This is an optimization exercise on Yosys and OpenROAD, whose aim is small area, a short achievable clock period and few clock cycles, not a production implementation.
The RTL was checked by simulation tests, not by an equivalence proof against the original design.
Power figures rest on the tool's default switching activity, not on a simulated workload.

## v23
## priority_queue_top
module priority_queue_top (
    input  logic                  clk,
    input  logic                  reset,
    input  logic                  insert,
    input  logic [32-1:0] insert_data,
    input  logic                  remove,
    output logic                  busy,
    output logic                  full,
    output logic                  empty,
    output logic [32-1:0] data_out,
    output logic                  data_valid
);
==> module priority_queue_top, before the edit <==
module priority_queue_top (
    input  logic                  clk,
    input  logic                  reset,
    input  logic                  insert,
    input  logic [32-1:0] insert_data,
    input  logic                  remove,
    output logic                  busy,
    output logic                  full,
    output logic                  empty,
    output logic [32-1:0] data_out,
    output logic                  data_valid
);
    localparam int N = 16;
    localparam int W = 32;
    logic [N-1:0][W-1:0] slot;      
    logic [N-1:0] valid;         
    logic [W-1:0] key_q;         
    logic         ins_q;         
    logic         rem_q;         
    function automatic logic greater(input logic [W-1:0] a, input logic [W-1:0] b);
        logic c;
        c = 1'b0;
        for (int j = 0; j < W; j++) c = (a[j] & ~b[j]) | (a[j] & c) | (~b[j] & c);
        greater = c;
    endfunction
    logic [N-1:0] cmp_q;         
    logic         cmp_key_q;     
    logic [N-1:0] gt_q;          
    logic         was_ins_q;     
    logic         was_rem_q;     
    logic [N-1:0] gt;
    always_comb begin
        for (int i = 0; i < N; i++) begin
            if (was_rem_q) begin
                gt[i] = (i == N - 1) ? 1'b1 : cmp_q[(i+1)%N];
            end else if (was_ins_q && gt_q[i]) begin
                gt[i] = (i == 0 || !gt_q[(i+N-1)%N]) ? cmp_key_q : cmp_q[(i+N-1)%N];
            end else begin
                gt[i] = cmp_q[i];
            end
        end
    end
    logic [N-1:0] valid_nx;
    always_comb begin
        valid_nx = valid;
        if (ins_q) valid_nx = {valid[N-2:0], 1'b1};
        if (rem_q) valid_nx = {1'b0, valid[N-1:1]};
    end
    wire ins_ok = insert && !full;
    wire rem_ok = remove && !empty;
    logic [N-1:0] s_hold, s_key, s_up, s_dn;
    always_comb begin
        for (int i = 0; i < N; i++) begin
            s_dn[i]   = rem_q;
            s_key[i]  = ins_q && gt[i] && (i == 0 || !gt[i-1]);
            s_up[i]   = ins_q && gt[i] && i != 0 && gt[i-1];
            s_hold[i] = !rem_q && !(ins_q && gt[i]);
        end
    end
    logic [N-1:0][W-1:0] slot_nx;
    always_comb begin
        for (int i = 0; i < N; i++) begin
            slot_nx[i] = ({W{s_hold[i]}} & slot[i]) | ({W{s_key[i]}} & key_q);
            if (i > 0)     slot_nx[i] = slot_nx[i] | ({W{s_up[i]}} & slot[i-1]);
            if (i < N - 1) slot_nx[i] = slot_nx[i] | ({W{s_dn[i]}} & slot[i+1]);
        end
    end
    always_ff @(posedge clk) begin
        key_q     <= insert_data;
        slot      <= slot_nx;
        gt_q      <= gt;
        cmp_key_q <= greater(insert_data, key_q);
        for (int i = 0; i < N; i++) cmp_q[i] <= !valid[i] || greater(insert_data, slot[i]);
    end
    always_ff @(posedge clk) begin
        if (reset) begin
            valid     <= '0;
            ins_q     <= 1'b0;
            rem_q     <= 1'b0;
            was_ins_q <= 1'b0;
            was_rem_q <= 1'b0;
            full  <= 1'b0;
            empty <= 1'b1;
        end else begin
            valid     <= valid_nx;
            ins_q     <= ins_ok;
            rem_q     <= rem_ok;
            was_ins_q <= ins_q;
            was_rem_q <= rem_q;
            full  <= ins_ok ? valid_nx[N-2] : (!rem_ok && valid_nx[N-1]);
            empty <= !ins_ok && (rem_ok ? !valid_nx[1] : !valid_nx[0]);
        end
    end
    assign busy       = 1'b0;
    assign data_valid = rem_q;
    assign data_out   = slot[0];
endmodule
clock: 6.0 ns
lec_check: 0
cap_margin: 20
core_margin: 2
core_utilization: 55
cts_buf_list: sky130_fd_sc_hd__clkbuf_4 sky130_fd_sc_hd__clkbuf_8
cts_cluster_size: 20
place_density: 0.7
setup_slack_margin: 3.3
slew_margin: 20
run.sh (not shown) runs the stock make flow with config.mk's settings and CLKGATE_MAP_FILE= SYNTH_SCRIPT=/design/flow/synth_recipe.tcl, a recipe that flattens the netlist after the stock synthesis.
Testbench counts of v23, summed over its fixed seeds: cycles 3,600.
Here is what was changed in the inputs of v37 compared with v23.
-- flow/design.v --
<<< v23, line 27
    logic [N-1:0] cmp_q;         
    logic         cmp_key_q;     
    logic [N-1:0] gt_q;          
    logic         was_ins_q;     
    logic         was_rem_q;     
    logic [N-1:0] gt;
    always_comb begin
        for (int i = 0; i < N; i++) begin
            if (was_rem_q) begin
                gt[i] = (i == N - 1) ? 1'b1 : cmp_q[(i+1)%N];
            end else if (was_ins_q && gt_q[i]) begin
                gt[i] = (i == 0 || !gt_q[(i+N-1)%N]) ? cmp_key_q : cmp_q[(i+N-1)%N];
            end else begin
                gt[i] = cmp_q[i];
            end
        end
    end
>>> v37, line 27
    logic [N-1:0] cmp_q;         
    logic         cmp_key_q;     
    logic [N-1:0] was_hold_q;    
    logic [N-1:0] was_key_q;
    logic [N-1:0] was_up_q;
    logic         was_dn_q;
    logic [N-1:0] gt;
    always_comb begin
        for (int i = 0; i < N; i++) begin
            gt[i] = (was_hold_q[i] & cmp_q[i]) | (was_key_q[i] & cmp_key_q);
            if (i > 0)     gt[i] = gt[i] | (was_up_q[i] & cmp_q[(i+N-1)%N]);
            if (i < N - 1) gt[i] = gt[i] | (was_dn_q & cmp_q[(i+1)%N]);
            else           gt[i] = gt[i] | was_dn_q;
        end
    end
<<< v23, line 70
        key_q     <= insert_data;
        slot      <= slot_nx;
        gt_q      <= gt;
        cmp_key_q <= greater(insert_data, key_q);
        for (int i = 0; i < N; i++) cmp_q[i] <= !valid[i] || greater(insert_data, slot[i]);
>>> v37, line 68
        key_q     <= insert_data;
        slot      <= slot_nx;
        was_hold_q <= s_hold;
        was_key_q  <= s_key;
        was_up_q   <= s_up;
        was_dn_q   <= rem_q;
        cmp_key_q <= greater(insert_data, key_q);
        for (int i = 0; i < N; i++) cmp_q[i] <= !valid[i] || greater(insert_data, slot[i]);
<<< v23, line 79
            ins_q     <= 1'b0;
            rem_q     <= 1'b0;
            was_ins_q <= 1'b0;
            was_rem_q <= 1'b0;
            full  <= 1'b0;
            empty <= 1'b1;
>>> v37, line 80
            ins_q     <= 1'b0;
            rem_q     <= 1'b0;
            full  <= 1'b0;
            empty <= 1'b1;
<<< v23, line 87
            ins_q     <= ins_ok;
            rem_q     <= rem_ok;
            was_ins_q <= ins_q;
            was_rem_q <= rem_q;
            full  <= ins_ok ? valid_nx[N-2] : (!rem_ok && valid_nx[N-1]);
            empty <= !ins_ok && (rem_ok ? !valid_nx[1] : !valid_nx[0]);
>>> v37, line 86
            ins_q     <= ins_ok;
            rem_q     <= rem_ok;
            full  <= ins_ok ? valid_nx[N-2] : (!rem_ok && valid_nx[N-1]);
            empty <= !ins_ok && (rem_ok ? !valid_nx[1] : !valid_nx[0]);
Findings:
- Taking v37 over v23, the total detailed-routing wirelength ratio works out to 0.806.
- Area overhead of the layout relative to synthesis in v37 is 1.1 points lower than in v23
- v23 reports its top routing layer in use as met5 while v37 reports met4.
- Re combinational group power: v37 and v23 aren't equal, and the higher value belongs to v37.
- On cell area, v23 beats v37.
- Against v23, net switching power in v37 rose slightly.
Testbench counts of v37, summed over its fixed seeds: cycles 3,600.

## separate check: timing with driven ports
The flow's constraints put no driver on any port. The routed layouts listed below were extracted and timed again, unchanged, in two steps. Step 1: set_driving_cell puts a clkbuf_16 on clk and a buf_2 on each other input, an assumption about the parent block. Step 2 moves the port delays by t, midway between the first and last clock arrival at a register: inputs arrive t later, outputs are due t later. That takes back most of the time a late clock gives input paths. Slacks: ideal / step 1 / step 2; pairs: ideal / step 1.
| run | t, ns | setup WS [ns] | worst slew at a driven data input, ns |
|---|---|---|---|
| v23 | 0.805 | 3.048 / 3.061 / 2.255 | 0.07 |
| v37 | 0.792 | 3.221 / 3.222 / 2.430 | 0.11 |
After both steps every run listed still meets setup and hold. The setup slack of v23, which loses most, moves by +0.013 ns with the drivers and by -0.793 ns with both steps.
